Background: an optimization exercise with open tools, aiming at small area. Do not read the settings as production practice. In this exercise RTL edits were held to simulation tests only and were not proved equivalent to the original. No activity file was given, so power comes from the tool's default toggle rates.

**design/flow/design.v**
```verilog
package bra_his_tab_gen_pkg;
  localparam int                    BHT_HIST_W   = 10;
  localparam int                    BHT_ENTRIES  = 64;
  localparam logic [BHT_HIST_W-1:0] BHT_INIT_VAL = '0;
  typedef enum logic {
    ST_IDLE  = 1'b0,
    ST_SWEEP = 1'b1
  } flush_st_e;
endpackage
module bht_flush_seq #(
  parameter int ENTRIES = bra_his_tab_gen_pkg::BHT_ENTRIES,
  parameter int IDX_W   = $clog2(ENTRIES)
) (
  input  logic             clk,
  input  logic             reset,
  input  logic             flush_req,
  output logic             flush_busy,
  output logic             clr_en,
  output logic [IDX_W-1:0] clr_addr
);
  localparam logic [IDX_W:0] LAST = (IDX_W+1)'(ENTRIES - 1);
  localparam logic [IDX_W:0] ONE  = (IDX_W+1)'(1);
  bra_his_tab_gen_pkg::flush_st_e st;
  logic [IDX_W:0] ptr;
  always_ff @(posedge clk or negedge reset) begin
    if (!reset) begin
      st         <= bra_his_tab_gen_pkg::ST_IDLE;
      ptr        <= '0;
      flush_busy <= 1'b0;
    end else begin
      case (st)
        bra_his_tab_gen_pkg::ST_IDLE: begin
          if (flush_req) begin
            st         <= bra_his_tab_gen_pkg::ST_SWEEP;
            ptr        <= '0;
            flush_busy <= 1'b1;
          end
        end
        bra_his_tab_gen_pkg::ST_SWEEP: begin
          ptr <= ptr + ONE;
          if (ptr == LAST) begin
            st         <= bra_his_tab_gen_pkg::ST_IDLE;
            flush_busy <= 1'b0;
          end
        end
        default: begin
          st         <= bra_his_tab_gen_pkg::ST_IDLE;
          flush_busy <= 1'b0;
        end
      endcase
    end
  end
  assign clr_en   = flush_busy;
  assign clr_addr = ptr[IDX_W-1:0];
endmodule
module bra_his_tab_gen #(
  parameter int                HIST_W   = bra_his_tab_gen_pkg::BHT_HIST_W,
  parameter int                ENTRIES  = bra_his_tab_gen_pkg::BHT_ENTRIES,
  parameter logic [HIST_W-1:0] INIT_VAL = '0,
  parameter int                IDX_W    = $clog2(ENTRIES)
) (
  input  logic              clk,
  input  logic              reset,
  input  logic              rd_en,
  input  logic [IDX_W-1:0]  rd_addr,
  output logic              rd_vld,
  output logic [HIST_W-1:0] rd_hist,
  input  logic              upd_en,
  input  logic [IDX_W-1:0]  upd_addr,
  input  logic              upd_taken,
  input  logic              rep_en,
  input  logic [IDX_W-1:0]  rep_addr,
  input  logic [HIST_W-1:0] rep_hist,
  input  logic              flush_req,
  output logic              flush_busy
);
  logic [ENTRIES-1:0][HIST_W-1:0] tab;
  logic                           clr_en;
  logic [IDX_W-1:0]               clr_addr;
  logic                           blk, rep_we, upd_we;
  logic [HIST_W-1:0]              upd_val, rd_val;
  bht_flush_seq #(.ENTRIES(ENTRIES), .IDX_W(IDX_W)) u_flush (
    .clk        (clk),
    .reset      (reset),
    .flush_req  (flush_req),
    .flush_busy (flush_busy),
    .clr_en     (clr_en),
    .clr_addr   (clr_addr)
  );
  always_comb begin
    blk     = clr_en | flush_req;
    rep_we  = rep_en & ~blk;
    upd_we  = upd_en & ~blk & ~(rep_we && (rep_addr == upd_addr));
    upd_val = {tab[upd_addr][HIST_W-2:0], upd_taken};
    rd_val  = tab[rd_addr];
    if (clr_en)
      rd_val = INIT_VAL;
    else if (rep_we && (rep_addr == rd_addr))
      rd_val = rep_hist;
    else if (upd_we && (upd_addr == rd_addr))
      rd_val = upd_val;
  end
  always_ff @(posedge clk or negedge reset) begin
    if (!reset) begin
      for (int i = 0; i < ENTRIES; i++) tab[i] <= INIT_VAL;
    end else if (clr_en) begin
      tab[clr_addr] <= INIT_VAL;
    end else begin
      if (upd_we) tab[upd_addr] <= upd_val;
      if (rep_we) tab[rep_addr] <= rep_hist;
    end
  end
  always_ff @(posedge clk or negedge reset) begin
    if (!reset) begin
      rd_vld  <= 1'b0;
      rd_hist <= INIT_VAL;
    end else begin
      rd_vld <= rd_en;
      if (rd_en) rd_hist <= rd_val;
    end
  end
endmodule
```
**design/flow/run.sh**
```bash
#!/bin/bash
# synth_recipe.tcl (not shown) runs the flow's synth.tcl, then flattens the netlist and writes it again
# the make line also repeats each setting of config.mk as NAME=value (left out here)
make -C /OpenROAD-flow-scripts/flow DESIGN_CONFIG=/design/flow/config.mk WORK_HOME=/design/flow/orfs CLKGATE_MAP_FILE= SYNTH_SCRIPT=/design/flow/synth_recipe.tcl finish
```
**design/flow/config.mk**
```make
export PLATFORM = sky130hd
export DESIGN_NAME = bra_his_tab_gen
export DESIGN_NICKNAME = bra_his_tab_gen
export VERILOG_FILES = /design/flow/design.v
export SDC_FILE = /design/flow/constraint.sdc
export NUM_CORES = 4
export LEC_CHECK = 0
export CAP_MARGIN = 40
export CORE_MARGIN = 2
export CORE_UTILIZATION = 20
export GPL_ROUTABILITY_DRIVEN = 1
export PLACE_DENSITY = 0.3
export SLEW_MARGIN = 40
```
**design/flow/constraint.sdc**
```tcl
create_clock -name core_clock -period 10.0 [get_ports {clk}]
set_input_delay 2.0000 -clock core_clock [delete_from_list [all_inputs] [get_ports {clk}]]
set_output_delay 2.0000 -clock core_clock [all_outputs]
set_load 0.01 [all_outputs]
```
==> summary.txt <==
[synthesized netlist by cell type, types with 129 or more instances]
master / instances
a21oi_1: 397
a221oi_1: 324
nand3_1: 228
mux4_2: 312
dfrtp_1: 660
nand2_1: 912
a221o_1: 168
nor2_1: 434
mux2i_1: 129
o21ai_0: 623
a22oi_1: 249
clkbuf_1: 499
[power breakdown]
part	switching, mW	total, mW	internal (mW)
Sequential	1.51	4.90	3.39
Clock	1.73	4.03	2.31
Combinational	14.8	18.6	3.78
Total	18.0	27.5	9.48
[stage by stage]
step | hold slack, ns | power [mW] | setup WS, ns | cell area, um^2 | utilization (%)
floorplan | 0.4486 | 10.08 | 3.161 | 56750 | -
global placement | 0.5026 | 21.70 | 0.8764 | 64690 | 22.92
detailed placement | 0.5080 | 21.98 | 1.254 | 65670 | 23.26
CTS | 0.5247 | 26.04 | 2.123 | 69140 | 24.49
global route | 0.5549 | 26.77 | 2.163 | 69430 | 24.59
finish | 0.5290 | 27.50 | 1.874 | 69660 | 24.68
[metal layers]
layer / vias to the layer above / wire length (um)
met1: 39670 / 244000
met3: 1854 / 75510
met5: - / 440
met4: 62 / 64000
li1: 26600 / -
met2: 6758 / 256500
[layout make-up]
| type | instances | area [um^2] |
|---|---|---|
| repair buffers | 654 | 5752 |
| multi-input cells | 5189 | 38700 |
| clock buffers | 163 | 3199 |
| fillers | 30460 | 212600 |
| clock inverters | 26 | 277.8 |
| well taps | 3743 | 4683 |
| inverters | 62 | 240.2 |
| flip-flops and latches | 660 | 16530 |
| diodes | 111 | 277.8 |
[worst max-delay path, delay by kind of cell]
kind,cells,cell delay [ns]
AO/OA/AOI/OAI,6,3.33
buffers and inverters,6,2.41
multiplexers,1,0.47
AND/OR/NAND/NOR,1,0.55
[final timing paths]
path,from,endpoint,slack (ns),cells after the start
max in group asynchronous,reset,tab[232],6.70,4
min,tab[19],tab[19],0.53,2
max,upd_addr[3],tab[437],1.87,14
max reg2reg,u_flush.ptr[0],tab[406],3.74,16
min in group asynchronous,reset,tab[430],1.15,1
min reg2reg,tab[19],tab[19],0.53,2
[sequential cells by signal, indices dropped and copies added, names as in the netlist]
signal / count
u_flush.flush_busy: 1
rd_vld: 1
tab: 640
rd_hist: 10
u_flush.ptr: 7
u_flush.st: 1
[logic make-up after synthesis]
family                   synth area share (%)
AO/OA/AOI/OAI                           33.66
AND/OR/NAND/NOR                         14.98
buffers and inverters                   5.510
flip-flops                              29.10
multiplexers                            15.06
XOR/XNOR                               0.8995
adder cells (fa/ha/maj)                0.7893
==> summary.txt <==
Pleak = 24.29 nW
Post-CTS setup buffers = 0
Commonest non-fill, non-tap cell in the layout = nand2_1
Crit path max fanout = 28
Drt pass-1 iters = 12
Placer Congestion = 1.084
CTS resizes = 0
Vias after detailed routing = 74950
Bufs on Longest Clock Path = 4
CP max stage cell = a32o_2
Fmax achieved = 123.1 MHz
Worst Hold Class = flip-flop to flip-flop
Worst vdd ir = 854.2 uV
Crit end category = flip-flop
Top Ports = 47
Grt met1 use = 52.04%
RSZ-0062 raised after global routing = no
TritonCTS Buffers = 106
CTS H-tree depth = 3
Power per cell area = 394.8 nW/um^2
DP HPWL = 472500 um
Worst skew pair latency = 0.91 ns
Final WL = 640400 um
Die area = 288000 um^2
Die span in x = 536.7 um
Finished Layout Cells = 10610
Num rows = 195
Most frequent cells in the layout = nand2_1 (895), dfrtp_1 (652), o21ai_0 (603)
# hold bufs at CTS = 0
Vias per inst = 7.065
Clk slew on worst S/H paths = 0.06 ns
Max-slew violation count = 0
CP Launch Type = primary input
Synth area leader = dfrtp_1
Die span in y = 536.7 um
Routed len/inst = 60.37 um
Grt peak-use layer = met2
CTS Sinks = 660
Grt ovf = 0
Post-synth EDFFs = 0
Share of the synthesized area in the top cell type = 29.10%
Tot GR Track Use = 43.09%
Nets@finish = 6742
Synth Flop Type = dfrtp_1
Routed Antenna Nets = 0
Crit path kind = primary input to flip-flop
Setup TNS = 0 ns
WP data arrival = 8.90 ns
Crit path required time = 10.77 ns
DRC viols = 0
Min Tclk post-route = 8.126 ns
Yosys warns = 2
Largest net degree at the start of global routing = 137
CP max stage delay = 1.00 ns
Cell variety after synth = 105
Max_cap viols = 0
FF+latch count, synth = 660
Synthesis-to-layout area growth = 22.75%
DRT iter0 DRCs = 14190
Final Hold Viols = 0
Root buffer cell = clkbuf_16
Slew HR = 30.94%
Tightest Pin Transition = 1.035 ns
Vias in the first global route = 66930
Initial antenna violation count = 149
GR Util met3 = 16.48%
Final Cycle Share = 81.26%
Placed cells = 10300
Post-Syn Nets = 6648
Layout Skew = 0.07633 ns
Cell count after synthesis = 6579
Share of the yosys chip area belonging to registers = 29.10%
Status = finished clean
CTS tree = done
First-pass GRT wire length = 799300 um
Largest cells by area after synthesis = dfrtp_1 (29%), mux4_2 (12%), nand2_1 (6.0%)
Crit path cell chain = buf_4, buf_4, buf_4, clkinv_1, buf_4, o21ai_0, a2bb2oi_1, nand2b_1, mux2_4, o22ai_2, a32o_2, buf_12, a21oi_1, a221oi_1
Core ar. = 282300 um^2
Setup violations, final = 0
Fraction of layout cells with a size suffix above 1 = 21.47%
Initial cell density of the core = 20.10%
CP dominant cell by count = buf_4
I/O Buffers = 46
Syn Area/Cell = 8.626 um^2
Grt met2 use = 59.71%
Asr flop ratio synth = 100.0%
Syn Std Cell Area = 56750 um^2

## what the ideal ports hide
The results above use ideal ports. As a check the final layout listed here was re-extracted and re-timed, cells and wires unchanged.
Step 1 sets driving cells, clkbuf_16 on the clock port and buf_2 on the other inputs (assumed; they add their load-dependent delay and slew).
Step 2 moves the port delays by t, midway between the first and last clock arrival at a register: inputs arrive t later, outputs are due t later. That takes back most of the time a late clock gives input paths.
Three values: no drivers, after step 1, after step 2; two values: the first two.
t, ns: 0.990
setup slack, ns: 1.874 / 1.969 / 0.979
pins driven straight from the clock port: 1
After both steps this run still meets setup and hold. For this run, drivers alone change the setup slack by +0.095 ns; drivers and shift together by -0.895 ns.
